This design comes from an exercise in tuning for small area on the open sky130 flow, not from production work.
RTL that was checked went through simulation tests only; none was proved equivalent to the original.
Power figures rest on the tool's default switching activity, not on a simulated workload.

==> module apb_completer_mem, before the edit <==
module apb_completer_mem #(
    parameter int ADDR_W = 60,
    parameter int DATA_W = 32,
    parameter int IDX_W  = 4,
    parameter int WAIT_W = 4,
    parameter int CNT_W  = 16
) (
    input  logic                pclk,
    input  logic                preset,
    input  logic                psel,
    input  logic                penable,
    input  logic                pwrite,
    input  logic [ADDR_W-1:0]   paddr,
    input  logic [DATA_W-1:0]   pwdata,
    input  logic [DATA_W/8-1:0] pstrb,
    input  logic [WAIT_W-1:0]   wait_cfg,
    output logic                pready,
    output logic [DATA_W-1:0]   prdata,
    output logic                pslverr,
    output logic [CNT_W-1:0]    wr_cnt,
    output logic [CNT_W-1:0]    rd_cnt,
    output logic [CNT_W-1:0]    err_cnt
);
    localparam int STRB_W    = DATA_W / 8;
    localparam int MEM_DEPTH = 2 ** IDX_W;
    logic                               done_q, wait_q;
    logic [WAIT_W-1:0]                  cnt_q;
    logic                               err_q, rdok_q;
    logic [IDX_W-1:0]                   rot_q;
    logic [MEM_DEPTH-1:0]               sel_q;     
    logic [MEM_DEPTH-1:0]               vld_q;     
    logic [MEM_DEPTH-1:0][DATA_W-1:0]   slot_q;
    logic                               pend_q;
    logic [MEM_DEPTH-1:0]               psel_q;    
    logic [STRB_W-1:0]                  bstrb_q;
    logic [DATA_W-1:0]                  buf_q;     
    logic [CNT_W-1:0]                   wr_cnt_q, rd_cnt_q, err_cnt_q;
    logic idle, setup, last, a_err, commit, wr_commit, rd_en;
    logic done_d, wait_d;
    logic [IDX_W-1:0] cpos;
    logic [MEM_DEPTH-1:0] dec_now;
    logic [MEM_DEPTH/2-1:0] esel;
    logic [DATA_W-1:0] emux;
    logic podd;
    logic [STRB_W-1:0] wstrb;
    logic [DATA_W-1:0] wdata_m, wd;
    assign idle   = !wait_q && !done_q;
    assign setup  = idle && psel && !penable;
    assign last   = (cnt_q == WAIT_W'(1));
    assign a_err  = (paddr[1:0] != 2'b00) || (paddr[ADDR_W-1:IDX_W+2] != '0);
    assign done_d = setup ? (wait_cfg == '0) : (wait_q && psel && last);
    assign wait_d = setup ? (wait_cfg != '0) : (wait_q && psel && !last);
    assign commit    = done_q && psel;
    assign wr_commit = commit && !err_q && !rdok_q;
    assign rd_en     = done_q && rdok_q;
    always_comb begin
        for (int b = 0; b < STRB_W; b++) begin
            wdata_m[8*b +: 8] = pwdata[8*b +: 8] & {8{pstrb[b]}};
        end
    end
    assign cpos = paddr[IDX_W+1:2] + rot_q;
    always_comb begin
        for (int s = 0; s < MEM_DEPTH; s++) dec_now[s] = (cpos == IDX_W'(s));
    end
    always_ff @(posedge pclk or posedge preset) begin
        if (preset) begin
            done_q <= 1'b0;
            wait_q <= 1'b0;
            rot_q  <= '0;
            pend_q <= 1'b0;
        end else begin
            done_q <= done_d;
            wait_q <= wait_d;
            rot_q  <= rot_q + 1'b1;
            pend_q <= wr_commit && |(sel_q & {(MEM_DEPTH/2){2'b01}});
        end
    end
    always_ff @(posedge pclk) begin
        cnt_q   <= wait_q ? cnt_q - 1'b1 : wait_cfg;
        err_q   <= a_err;
        rdok_q  <= !pwrite && !a_err;
        for (int s = 0; s < MEM_DEPTH; s++) begin
            sel_q[s]  <= dec_now[(s + MEM_DEPTH - 1) % MEM_DEPTH];
            psel_q[s] <= sel_q[(s + MEM_DEPTH - 1) % MEM_DEPTH];
        end
        bstrb_q <= pstrb;
        buf_q   <= done_d ? emux : wdata_m;
    end
    assign wstrb = pend_q ? bstrb_q : pstrb;
    assign wd    = pend_q ? buf_q : wdata_m;
    for (genvar s = 0; s < MEM_DEPTH; s++) begin : g_slot
        localparam int P = (s + MEM_DEPTH - 1) % MEM_DEPTH;
        if (s % 2 == 0) begin : g_wr
            logic we;
            assign we = (wr_commit && sel_q[P]) || (pend_q && psel_q[P]);
            always_ff @(posedge pclk or posedge preset) begin
                if (preset) vld_q[s] <= 1'b0;
                else        vld_q[s] <= vld_q[P] || we;
            end
            for (genvar b = 0; b < STRB_W; b++) begin : g_byte
                always_ff @(posedge pclk) begin
                    if (we && (wstrb[b] || !vld_q[P]))
                        slot_q[s][8*b +: 8] <= wd[8*b +: 8];
                    else
                        slot_q[s][8*b +: 8] <= slot_q[P][8*b +: 8];
                end
            end
        end else begin : g_sh
            always_ff @(posedge pclk or posedge preset) begin
                if (preset) vld_q[s] <= 1'b0;
                else        vld_q[s] <= vld_q[P];
            end
            always_ff @(posedge pclk) slot_q[s] <= slot_q[P];
        end
    end
    always_ff @(posedge pclk or posedge preset) begin
        if (preset) begin
            wr_cnt_q  <= '0;
            rd_cnt_q  <= '0;
            err_cnt_q <= '0;
        end else if (commit) begin
            if (err_q) begin
                if (err_cnt_q != '1) err_cnt_q <= err_cnt_q + 1'b1;
            end else if (rdok_q) begin
                if (rd_cnt_q != '1) rd_cnt_q <= rd_cnt_q + 1'b1;
            end else begin
                if (wr_cnt_q != '1) wr_cnt_q <= wr_cnt_q + 1'b1;
            end
        end
    end
    always_comb begin
        emux = '0;
        for (int k = 0; k < MEM_DEPTH/2; k++) begin
            esel[k] = done_q ? sel_q[2*k] : dec_now[2*k];
            if (esel[k] && vld_q[2*k]) emux = emux | slot_q[2*k];
        end
    end
    assign podd   = |(sel_q & {(MEM_DEPTH/2){2'b10}});
    assign prdata = rd_en ? (podd ? buf_q : emux) : '0;
    assign pready  = done_q;
    assign pslverr = done_q && err_q;
    assign wr_cnt  = wr_cnt_q;
    assign rd_cnt  = rd_cnt_q;
    assign err_cnt = err_cnt_q;
endmodule
==> flow/config.mk <==
export PLATFORM = sky130hd
export DESIGN_NAME = apb_completer_mem
export DESIGN_NICKNAME = apb_completer_mem
export VERILOG_FILES = /design/flow/design.v
export SDC_FILE = /design/flow/constraint.sdc
export NUM_CORES = 4
export LEC_CHECK = 0
export CAP_MARGIN = 20
export CORE_MARGIN = 2
export CORE_UTILIZATION = 55
export SLEW_MARGIN = 20
==> flow/constraint.sdc <==
create_clock -name core_clock -period 5.0 [get_ports {pclk}]
set_input_delay 1.0000 -clock core_clock [delete_from_list [all_inputs] [get_ports {pclk}]]
set_output_delay 1.0000 -clock core_clock [all_outputs]
set_load 0.01 [all_outputs]
standard.sh (not shown) runs the stock make flow with config.mk's settings and CLKGATE_MAP_FILE= SYNTH_SCRIPT=/design/flow/synth_recipe.tcl, a recipe that flattens the netlist after the stock synthesis.
==> flow/flow/run.sh <==
#!/bin/bash
# Standard synthesis, then the standard ORFS layout with: combinational cells
# swapped to their smallest size before floorplan (resizing then upsizes
# only where needed), port buffers of the smallest buffer, and a clock tree
# of small clock buffers with larger sink clusters.
set -uo pipefail
W=$(pwd)
bash standard.sh synth > "$W/synth.log" 2>&1 || { tail -50 "$W/synth.log"; exit 1; }
export PRE_FLOORPLAN_TCL="$W/flow/downsize.tcl"
export BUFFER_PORTS_ARGS="-buffer_cell sky130_fd_sc_hd__buf_1"
export CTS_ARGS="-sink_clustering_enable -repair_clock_nets -dont_use_dummy_load -buf_list {sky130_fd_sc_hd__clkbuf_8} -sink_clustering_size 24 -sink_clustering_max_diameter 40"
bash standard.sh finish > "$W/layout.log" 2>&1 || { tail -50 "$W/layout.log"; exit 1; }
==> flow/flow/downsize.tcl <==
# Swap every combinational standard cell to the smallest cell of its family
# (same function and pins, e.g. mux2_4 -> mux2_1). Registers are left alone.
# repair_design / repair_timing later upsize or buffer where timing needs it.
set db [ord::get_db]
set dont [expr {[info exists ::env(DONT_USE_CELLS)] ? $::env(DONT_USE_CELLS) : {}}]
set fams [dict create]
foreach lib [$db getLibs] {
  foreach m [$lib getMasters] {
    set n [$m getName]
    if {![regexp {^(sky130_fd_sc_hd__[a-z0-9]+)_([0-9]+)$} $n -> base drv]} { continue }
    if {[string match "*lpflow*" $n]} { continue }
    set a [expr {[$m getWidth] * [$m getHeight]}]
    dict lappend fams $base [list $a $drv $m]
  }
}
set nswap 0
foreach inst [[ord::get_db_block] getInsts] {
  set m [$inst getMaster]
  set n [$m getName]
  if {![regexp {^(sky130_fd_sc_hd__[a-z0-9]+)_([0-9]+)$} $n -> base drv]} { continue }
  if {[regexp {__(df|edf|sdf|sedf|dl|tap|fill|decap|conb|probe)} $n]} { continue }
  if {![dict exists $fams $base]} { continue }
  set best ""
  set ba 0
  set bd 0
  foreach e [dict get $fams $base] {
    lassign $e a d mm
    if {[lsearch -exact $dont [$mm getName]] >= 0} { continue }
    if {$best eq "" || $a < $ba || ($a == $ba && $d > $bd)} {
      set best $mm; set ba $a; set bd $d
    }
  }
  if {$best ne "" && [$best getName] ne $n} {
    $inst swapMaster $best
    incr nswap
  }
}
puts "downsize: swapped $nswap instances"
Edit:
--- a/flow/design.v
+++ b/flow/design.v
@@ -32,17 +32,13 @@
     logic [MEM_DEPTH-1:0][DATA_W-1:0]   slot_q;
     logic                               pend_q;
     logic [MEM_DEPTH-1:0]               psel_q;    
     logic [STRB_W-1:0]                  bstrb_q;
-    logic [DATA_W-1:0]                  buf_q;     
+    logic [DATA_W-1:0]                  bwd_q;
     logic [CNT_W-1:0]                   wr_cnt_q, rd_cnt_q, err_cnt_q;
     logic idle, setup, last, a_err, commit, wr_commit, rd_en;
     logic done_d, wait_d;
-    logic [IDX_W-1:0] cpos;
-    logic [MEM_DEPTH-1:0] dec_now;
-    logic [MEM_DEPTH/2-1:0] esel;
-    logic [DATA_W-1:0] emux;
-    logic podd;
+    logic [IDX_W-1:0] npos;
     logic [STRB_W-1:0] wstrb;
     logic [DATA_W-1:0] wdata_m, wd;
     assign idle   = !wait_q && !done_q;
     assign setup  = idle && psel && !penable;
@@ -57,12 +53,9 @@
         for (int b = 0; b < STRB_W; b++) begin
             wdata_m[8*b +: 8] = pwdata[8*b +: 8] & {8{pstrb[b]}};
         end
     end
-    assign cpos = paddr[IDX_W+1:2] + rot_q;
-    always_comb begin
-        for (int s = 0; s < MEM_DEPTH; s++) dec_now[s] = (cpos == IDX_W'(s));
-    end
+    assign npos = paddr[IDX_W+1:2] + rot_q + 1'b1;
     always_ff @(posedge pclk or posedge preset) begin
         if (preset) begin
             done_q <= 1'b0;
             wait_q <= 1'b0;
@@ -79,16 +72,16 @@
         cnt_q   <= wait_q ? cnt_q - 1'b1 : wait_cfg;
         err_q   <= a_err;
         rdok_q  <= !pwrite && !a_err;
         for (int s = 0; s < MEM_DEPTH; s++) begin
-            sel_q[s]  <= dec_now[(s + MEM_DEPTH - 1) % MEM_DEPTH];
+            sel_q[s]  <= (npos == IDX_W'(s));
             psel_q[s] <= sel_q[(s + MEM_DEPTH - 1) % MEM_DEPTH];
         end
         bstrb_q <= pstrb;
-        buf_q   <= done_d ? emux : wdata_m;
+        bwd_q   <= wdata_m;
     end
     assign wstrb = pend_q ? bstrb_q : pstrb;
-    assign wd    = pend_q ? buf_q : wdata_m;
+    assign wd    = pend_q ? bwd_q : wdata_m;
     for (genvar s = 0; s < MEM_DEPTH; s++) begin : g_slot
         localparam int P = (s + MEM_DEPTH - 1) % MEM_DEPTH;
         if (s % 2 == 0) begin : g_wr
             logic we;
@@ -128,16 +121,14 @@
             end
         end
     end
     always_comb begin
-        emux = '0;
-        for (int k = 0; k < MEM_DEPTH/2; k++) begin
-            esel[k] = done_q ? sel_q[2*k] : dec_now[2*k];
-            if (esel[k] && vld_q[2*k]) emux = emux | slot_q[2*k];
+        prdata = '0;
+        for (int s = 0; s < MEM_DEPTH; s++) begin
+            if (rd_en && sel_q[s] && vld_q[s])
+                prdata = prdata | slot_q[s];
         end
     end
-    assign podd   = |(sel_q & {(MEM_DEPTH/2){2'b10}});
-    assign prdata = rd_en ? (podd ? buf_q : emux) : '0;
     assign pready  = done_q;
     assign pslverr = done_q && err_q;
     assign wr_cnt  = wr_cnt_q;
     assign rd_cnt  = rd_cnt_q;
What happened: Clock power decreases by a few percent. Setup slack improves by 0.62 ns. Synthesized cell count decreases by a quarter to a third. Sequential cell count stays the same. Utilization decreases by 1.5 points. Maximum frequency increases by about a fifth. Sequential share of layout area increases by 1.7 points. Hold slack degrades by 0.019 ns. Cell count decreases by about a fifth. First-iteration DRC count decreases by well over a third.
No functional check of the RTL was part of the first run of this note.

what the ideal ports hide:
Ports are ideal in the flow. The routed layouts listed here were re-timed in OpenROAD. Step 1 assumes that a clkbuf_16 drives the clock port and a buf_2 every other input. Step 2 adds t to the input delays and takes it off the output delays; t is the mean of the earliest and latest rising clock arrival at the registers after step 1. Input paths then give back, and output paths get back, about the clock's delay inside the block. a / b / c = no drivers / after step 1 / after step 2; a / b = the first two.
| run | t, ns | setup WS [ns] | hold WS [ns] | clock arrival spread, ns | worst register clock-pin slew, ns |
|---|---|---|---|---|---|
| the first run | 0.673 | 0.116 / 0.070 / 0.070 | 0.331 / 0.331 / 0.331 | 0.089 / 0.089 | 0.10 / 0.10 |
| the second run | 0.658 | 0.732 / 0.677 / 1.335 | 0.312 / 0.312 / 0.312 | 0.081 / 0.082 | 0.09 / 0.09 |
After both steps setup and hold are still met in every run listed. For the first run, which loses most, drivers alone change the setup slack by -0.046 ns; drivers and shift together by -0.046 ns.
